Source: an optimization exercise on an open RTL-to-GDS flow (aim: small area, a short achievable clock period and few clock cycles). Production flows keep margins and buffers that such runs may drop. Only simulation tests tie the RTL to the original design; equivalence was not proved. Power and IR drop assume default switching activity.

== build 22 ==
## lenet_top
module lenet_top
(
    input  wire                     clk,
    input  wire                     rst,
    input  wire lenet_pkg::mem_wr_t img_wr,
    input  wire lenet_pkg::kernel_t kernel,
    input  wire                     start,
    output logic                    busy,
    output logic                    finish,
    output lenet_pkg::pool_result_t result
);
    localparam int ACC_W = 20;
    logic       running;
    logic       a_act;       
    logic [1:0] rp;          
    logic [2:0] col;         
    logic       a_last;
    logic       rest1;       
    logic       rest2;
    logic       shift;
    lenet_pkg::mem_wr_t wr_q;    
    logic       b_vld, c_vld, d_vld, e_vld;
    logic       b_last, c_last, d_last, e_last;
    logic [1:0] e_rp;        
    logic [2:0] e_col;
    assign a_last = a_act && rp == 2'd2 && col == 3'd5;
    assign shift  = (a_act && rp == 2'd2) || rest1 || rest2;
    always_ff @(posedge clk)
    begin
        if (rst)
        begin
            running <= 1'b0;
            a_act   <= 1'b0;
            rest1   <= 1'b0;
            rest2   <= 1'b0;
            b_vld   <= 1'b0;
            c_vld   <= 1'b0;
            d_vld   <= 1'b0;
            e_vld   <= 1'b0;
            b_last  <= 1'b0;
            c_last  <= 1'b0;
            d_last  <= 1'b0;
            e_last  <= 1'b0;
            finish  <= 1'b0;
        end
        else
        begin
            rest1  <= a_last;
            rest2  <= rest1;
            b_vld  <= a_act;
            c_vld  <= b_vld;
            d_vld  <= c_vld;
            e_vld  <= d_vld;
            b_last <= a_last;
            c_last <= b_last;
            d_last <= c_last;
            e_last <= d_last;
            finish <= e_last;
            if (!running)
            begin
  ...
Size: roughly 4900 cells after synthesis, ~170 I/O pins.
export LEC_CHECK = 0
export CAP_MARGIN = 20
export CORE_MARGIN = 2
export CORE_UTILIZATION = 40
export CTS_CLUSTER_DIAMETER = 80
export CTS_CLUSTER_SIZE = 30
export SLEW_MARGIN = 20
export SYNTH_HIERARCHICAL = 1
export SYNTH_MINIMUM_KEEP_SIZE = 0
create_clock -name core_clock -period 10.0 [get_ports {clk}]
standard.sh (not shown) runs the stock make flow with config.mk's settings and CLKGATE_MAP_FILE= SYNTH_SCRIPT=/design/flow/synth_recipe.tcl, a recipe that flattens the netlist after the stock synthesis.
==> flow/flow/run.sh <==
#!/bin/bash
set -euo pipefail
MARGIN=6.7
sed "s/\"\${@:-finish}\"/SETUP_SLACK_MARGIN=${MARGIN} BUFFER_PORTS_ARGS='-buffer_cell sky130_fd_sc_hd__buf_2' \"\${@:-finish}\"/" standard.sh > standard_margin.sh
grep -q "SETUP_SLACK_MARGIN=${MARGIN}" standard_margin.sh
bash standard_margin.sh synth > standard_synth.log 2>&1
openroad -no_init -exit flow/downsize.tcl > downsize.log 2>&1
bash standard_margin.sh > standard_margin.log 2>&1
==> flow/flow/downsize.tcl <==
# swap oversized combinational cells of the synthesized netlist for their
# smallest drive strength (same function); registers are not touched
set res orfs/results/$::env(FLOW_PLATFORM)/lenet_top/base
read_liberty $::env(FLOW_HOME)/platforms/$::env(FLOW_PLATFORM)/lib/sky130_fd_sc_hd__tt_025C_1v80.lib
read_db $res/1_synth.odb
set swaps {sky130_fd_sc_hd__a22oi_2 sky130_fd_sc_hd__a22oi_1}
set n 0
foreach inst [get_cells *] {
  set master [get_property [get_lib_cells -of_objects $inst] name]
  if {[dict exists $swaps $master]} {
    replace_cell $inst [dict get $swaps $master]
    incr n
  }
}
puts "downsized $n cells"
write_db $res/1_synth.odb
Testbench counts of build 22, summed over its fixed seeds: cycles 9,456.
diff inputs: build 22 => build 30
# build 22
export LEC_CHECK = 0
export CAP_MARGIN = 20
export CORE_MARGIN = 2
export CORE_UTILIZATION = 40
export CTS_CLUSTER_DIAMETER = 80
export CTS_CLUSTER_SIZE = 30
export SLEW_MARGIN = 20
export SYNTH_HIERARCHICAL = 1
export SYNTH_MINIMUM_KEEP_SIZE = 0
create_clock -name core_clock -period 10.0 [get_ports {clk}]
# build 30
export LEC_CHECK = 0
export CAP_MARGIN = 20
export CORE_MARGIN = 2
export CORE_UTILIZATION = 40
export SLEW_MARGIN = 20
export SYNTH_HIERARCHICAL = 1
export SYNTH_MINIMUM_KEEP_SIZE = 0
create_clock -name core_clock -period 10.0 [get_ports {clk}]
--- a/flow/flow/run.sh
+++ b/flow/flow/run.sh
@@ -1,5 +1,5 @@
 #!/bin/bash
 set -euo pipefail
-MARGIN=6.7
+MARGIN=6.9
 sed "s/\"\${@:-finish}\"/SETUP_SLACK_MARGIN=${MARGIN} BUFFER_PORTS_ARGS='-buffer_cell sky130_fd_sc_hd__buf_2' \"\${@:-finish}\"/" standard.sh > standard_margin.sh
 grep -q "SETUP_SLACK_MARGIN=${MARGIN}" standard_margin.sh
[summary]
Looking at maximum frequency from static timing analysis, build 30 sits below build 22. Compared with build 22, build 30 is the more power-hungry design. Higher layout overhead on the synthesized area among build 30 and build 22: build 30. Per the comparison of build 30 with build 22, layout buffer count excluding clock buffers has increased, maximum number of pins on one net before global-route repair dropped 6, layout cell share with drive strength beyond 1 now sits higher. Compared with build 22, internal power contribution in build 30 increased by more than 10%. The lower buffer share of cell area came out of build 22. Build 30 gives more static leakage power than build 22 did.
### build 30 -> build 15
--- a/flow/flow/run.sh
+++ b/flow/flow/run.sh
@@ -1,5 +1,5 @@
 #!/bin/bash
 set -euo pipefail
-MARGIN=6.9
+MARGIN=6.7
 sed "s/\"\${@:-finish}\"/SETUP_SLACK_MARGIN=${MARGIN} BUFFER_PORTS_ARGS='-buffer_cell sky130_fd_sc_hd__buf_2' \"\${@:-finish}\"/" standard.sh > standard_margin.sh
 grep -q "SETUP_SLACK_MARGIN=${MARGIN}" standard_margin.sh
Notes after the runs:
- Per the final summary, build 15 finished and its layout is clean on timing, DRC and antenna.
- As far as pin slew with the least headroom to its limit is concerned, build 30 and build 15 perform about the same.
- From build 30 to build 15, total count of max-transition violations in the final report did not move at all.
- Total cell area at the placement stage: build 30 vs build 15, no meaningful difference
- Changes observed in build 15 relative to build 30: DRC violation total after the first TritonRoute iteration moved down, area growth from synthesis to final layout moved down.
What build 29 does differently from build 15 at the input level:
# build 15
export LEC_CHECK = 0
export CAP_MARGIN = 20
export CORE_MARGIN = 2
export CORE_UTILIZATION = 40
export SLEW_MARGIN = 20
export SYNTH_HIERARCHICAL = 1
export SYNTH_MINIMUM_KEEP_SIZE = 0
create_clock -name core_clock -period 10.0 [get_ports {clk}]
# build 29
export LEC_CHECK = 0
export CAP_MARGIN = 20
export CORE_MARGIN = 2
export CORE_UTILIZATION = 40
export CTS_CLUSTER_DIAMETER = 80
export CTS_CLUSTER_SIZE = 30
export SLEW_MARGIN = 20
export SYNTH_HIERARCHICAL = 1
export SYNTH_MINIMUM_KEEP_SIZE = 0
create_clock -name core_clock -period 10.0 [get_ports {clk}]
==> flow/flow/downsize.tcl <==
# Resize cells of the synthesized netlist before the layout (same functions,
# other drive strengths); the timing repair steps resize further as needed.
#  - the Booth-select gates that synthesis sized _2 get their _1 size
#  - the kernel-encoding and window registers, which each drive about 16
#    Booth-select gates, get the strongest flip-flop of their type
set res orfs/results/$::env(FLOW_PLATFORM)/lenet_top/base
read_liberty $::env(FLOW_HOME)/platforms/$::env(FLOW_PLATFORM)/lib/sky130_fd_sc_hd__tt_025C_1v80.lib
read_db $res/1_synth.odb
set n 0
set m 0
foreach inst [get_cells *] {
  set master [get_property [get_lib_cells -of_objects $inst] name]
  if {$master eq "sky130_fd_sc_hd__a22oi_2"} {
    replace_cell $inst sky130_fd_sc_hd__a22oi_1
    incr n
  } elseif {$master eq "sky130_fd_sc_hd__dfxtp_1" &&
            [regexp {^(one_q|two_q|neg_q|win)\[} [get_full_name $inst]]} {
    replace_cell $inst sky130_fd_sc_hd__dfxtp_4
    incr m
  }
}
puts "downsized $n Booth-select gates, upsized $m registers"
write_db $res/1_synth.odb
Notes after the runs:
Max-slew headroom at the worst pin (build 29 over build 15): increase, 1.9 points. Re finished layout cell area: build 15 was higher than build 29. Between build 29 and build 15, the worst setup slack before clock tree synthesis is higher for build 29. Relative to build 15, the wire length on met1 measured on build 29 has decreased by a few percent. Comparing build 29 and build 15, the higher critical path depth is on build 29. Summary of build 29 over build 15: share of the clock period used by the worst path down 0.31 points; routed wire length down 2.7%; die area up 1.2%; minimum clock period after layout down 0.031 ns; overall power down 6.1%. Cmp build 29 vs build 15: final net count lower in build 29. Build 15 reports its start point of the critical path as res[6][2] while build 29 reports win[6][7].

========
Setup of run A:
lenet_top, a different RTL version from the one above (not shown whole).
Size: roughly 5100 cells after synthesis, ~67000 um^2 of cells after synthesis.
// lenet_top
module lenet_top
(
    input  wire                     clk,
    input  wire                     rst,
    input  wire lenet_pkg::mem_wr_t img_wr,
    input  wire lenet_pkg::kernel_t kernel,
    input  wire                     start,
    output logic                    busy,
    output logic                    finish,
    output lenet_pkg::pool_result_t result
);
export LEC_CHECK = 0
export CAP_MARGIN = 20
export CORE_MARGIN = 2
export CORE_UTILIZATION = 40
export CTS_BUF_LIST = sky130_fd_sc_hd__clkbuf_4 sky130_fd_sc_hd__clkbuf_8
export SLEW_MARGIN = 20
export SYNTH_HIERARCHICAL = 1
export SYNTH_MINIMUM_KEEP_SIZE = 0
create_clock -name core_clock -period 10.0 [get_ports {clk}]
==> flow/flow/run.sh <==
#!/bin/bash
set -euo pipefail
MARGIN=6.6
sed "s/\"\${@:-finish}\"/SETUP_SLACK_MARGIN=${MARGIN} \"\${@:-finish}\"/" standard.sh > standard_margin.sh
grep -q "SETUP_SLACK_MARGIN=${MARGIN}" standard_margin.sh
bash standard_margin.sh synth > standard_synth.log 2>&1
RES=orfs/results/${FLOW_PLATFORM}/lenet_top/base
openroad -no_init -exit flow/downsize.tcl > downsize.log 2>&1
bash standard_margin.sh > standard_margin.log 2>&1
==> flow/flow/downsize.tcl <==
# swap oversized combinational cells of the synthesized netlist for their
# smallest drive strength (same function); registers are not touched
set res orfs/results/$::env(FLOW_PLATFORM)/lenet_top/base
read_liberty $::env(FLOW_HOME)/platforms/$::env(FLOW_PLATFORM)/lib/sky130_fd_sc_hd__tt_025C_1v80.lib
read_db $res/1_synth.odb
set swaps {sky130_fd_sc_hd__a22oi_2 sky130_fd_sc_hd__a22oi_1}
set n 0
foreach inst [get_cells *] {
  set master [get_property [get_lib_cells -of_objects $inst] name]
  if {[dict exists $swaps $master]} {
    replace_cell $inst [dict get $swaps $master]
    incr n
  }
}
puts "downsized $n cells"
write_db $res/1_synth.odb
Every stage of the flow completed for run A, and the final layout passed the timing, design-rule and antenna checks.
Testbench counts of run A, summed over its fixed seeds: cycles 9,696.
> inputs changed (run A -> run B)
-- flow/flow/run.sh --
<<< run A, line 6
bash standard_margin.sh synth > standard_synth.log 2>&1
RES=orfs/results/${FLOW_PLATFORM}/lenet_top/base
openroad -no_init -exit flow/downsize.tcl > downsize.log 2>&1
>>> run B, line 6
removed: flow/flow/downsize.tcl
[summary]
[compare] base=run A new=run B: area of the die increased by about 3.7% relative to the old numbers; initial antenna violation count decreased by 1 relative to the old numbers; estimated wirelength of the detail-placed design held steady; number of buffers added for setup after CTS went down; net switching share of the total power held steady. In run B, the cell count came out 187 above the value in run A. Wire length delta for run B relative to run A: 0.60% lower.
### run B -> run C
# run B
export LEC_CHECK = 0
export CAP_MARGIN = 20
export CORE_MARGIN = 2
export CORE_UTILIZATION = 40
export CTS_BUF_LIST = sky130_fd_sc_hd__clkbuf_4 sky130_fd_sc_hd__clkbuf_8
export SLEW_MARGIN = 20
export SYNTH_HIERARCHICAL = 1
export SYNTH_MINIMUM_KEEP_SIZE = 0
create_clock -name core_clock -period 10.0 [get_ports {clk}]
# run C
export LEC_CHECK = 0
export CAP_MARGIN = 20
export CORE_MARGIN = 2
export CORE_UTILIZATION = 40
export SLEW_MARGIN = 20
export SYNTH_HIERARCHICAL = 1
export SYNTH_MINIMUM_KEEP_SIZE = 0
create_clock -name core_clock -period 10.0 [get_ports {clk}]
Findings:
| least setup slack across all paths after layout | run C vs run B | 95 ps higher |
Measured against each other, run B and run C differ in met3 usage in global routing, the lower figure coming from run C.
Compared to run B, run C leaves less free space in the core.
Number of violations reported at the end of detailed-routing iteration 0: run B and run C compared, higher one is run C
Looking at areal power density over the cells across run B and run C, the one that comes out higher is run C.
When run C is measured against run B, its insertion delay of the later-clocked pin in the worst-skew pair turns out 190 ps lower.
Design area: higher on run C
Between run B and run C, the difference in routed wire length is negligible.
Here is what was changed in the inputs of run D compared with run C.
# run C
export LEC_CHECK = 0
export CAP_MARGIN = 20
export CORE_MARGIN = 2
export CORE_UTILIZATION = 40
export SLEW_MARGIN = 20
export SYNTH_HIERARCHICAL = 1
export SYNTH_MINIMUM_KEEP_SIZE = 0
create_clock -name core_clock -period 10.0 [get_ports {clk}]
# run D
export LEC_CHECK = 0
export CAP_MARGIN = 20
export CORE_MARGIN = 2
export CORE_UTILIZATION = 60
export PLACE_DENSITY = 0.72
export SLEW_MARGIN = 20
export SYNTH_HIERARCHICAL = 1
export SYNTH_MINIMUM_KEEP_SIZE = 0
create_clock -name core_clock -period 10.0 [get_ports {clk}]
==> flow/flow/run.sh <==
#!/bin/bash
set -euo pipefail
MARGIN=6.7
sed "s/\"\${@:-finish}\"/SETUP_SLACK_MARGIN=${MARGIN} BUFFER_PORTS_ARGS='-buffer_cell sky130_fd_sc_hd__buf_2' \"\${@:-finish}\"/" standard.sh > standard_margin.sh
grep -q "SETUP_SLACK_MARGIN=${MARGIN}" standard_margin.sh
bash standard_margin.sh synth > standard_synth.log 2>&1
openroad -no_init -exit flow/downsize.tcl > downsize.log 2>&1
bash standard_margin.sh > standard_margin.log 2>&1
==> flow/flow/downsize.tcl (new file) <==
# swap oversized combinational cells of the synthesized netlist for their
# smallest drive strength (same function); registers are not touched
set res orfs/results/$::env(FLOW_PLATFORM)/lenet_top/base
read_liberty $::env(FLOW_HOME)/platforms/$::env(FLOW_PLATFORM)/lib/sky130_fd_sc_hd__tt_025C_1v80.lib
read_db $res/1_synth.odb
set swaps {sky130_fd_sc_hd__a22oi_2 sky130_fd_sc_hd__a22oi_1}
set n 0
foreach inst [get_cells *] {
  set master [get_property [get_lib_cells -of_objects $inst] name]
  if {[dict exists $swaps $master]} {
    replace_cell $inst [dict get $swaps $master]
    incr n
  }
}
puts "downsized $n cells"
write_db $res/1_synth.odb
Run D ended up with two_q[15] as its startpoint of the most critical setup path; run C ended up with kernel[67].
Cmp run D vs run C: cell area lower in run D
Summary of run D over run C: die area lower, fmax grew by 3.3%, internal power consumption saw a decrease.

## port drivers added, routing unchanged
The results above use ideal ports. As a check the final layouts listed here were re-extracted and re-timed, cells and wires unchanged. Step 1, drivers: a clkbuf_16 drives clk and a buf_2 each remaining input, both assumed. Step 2, shift: input delay + t, output delay - t, t = (earliest + latest rising clock arrival at the registers) / 2. This alone moves slack from input paths to output paths. Slacks: no drivers / after step 1 / after step 2; pairs: no drivers / after step 1.
run | t (ns) | setup slack, ns | worst hold slack (ns) | worst setup path at the end | worst slew at a driven data input, ns
build 22 | 0.808 | 6.686 / 6.627 / 6.270 | 0.334 / 0.334 / 0.334 | input to register | 0.11
build 30 | 0.870 | 6.675 / 6.588 / 6.150 | 0.324 / 0.324 / 0.324 | input to register | 0.11
build 15 | 0.839 | 6.685 / 6.596 / 6.254 | 0.310 / 0.310 / 0.310 | input to register | 0.12
build 29 | 0.807 | 6.716 / 6.632 / 6.340 | 0.333 / 0.333 / 0.333 | input to register | 0.10
run A | 1.005 | 6.555 / 6.477 / 5.668 | 0.291 / 0.291 / 0.291 | input to register | 0.11
run B | 1.022 | 6.514 / 6.435 / 5.698 | 0.322 / 0.322 / 0.322 | input to register | 0.07
run C | 0.855 | 6.609 / 6.588 / 5.784 | 0.320 / 0.320 / 0.320 | input to register | 0.07
run D | 0.806 | 6.716 / 6.635 / 6.194 | 0.323 / 0.323 / 0.323 | input to register | 0.06
After both steps setup and hold are still met in every run listed. For run A, which loses most, drivers alone change the setup slack by -0.078 ns; drivers and shift together by -0.887 ns.
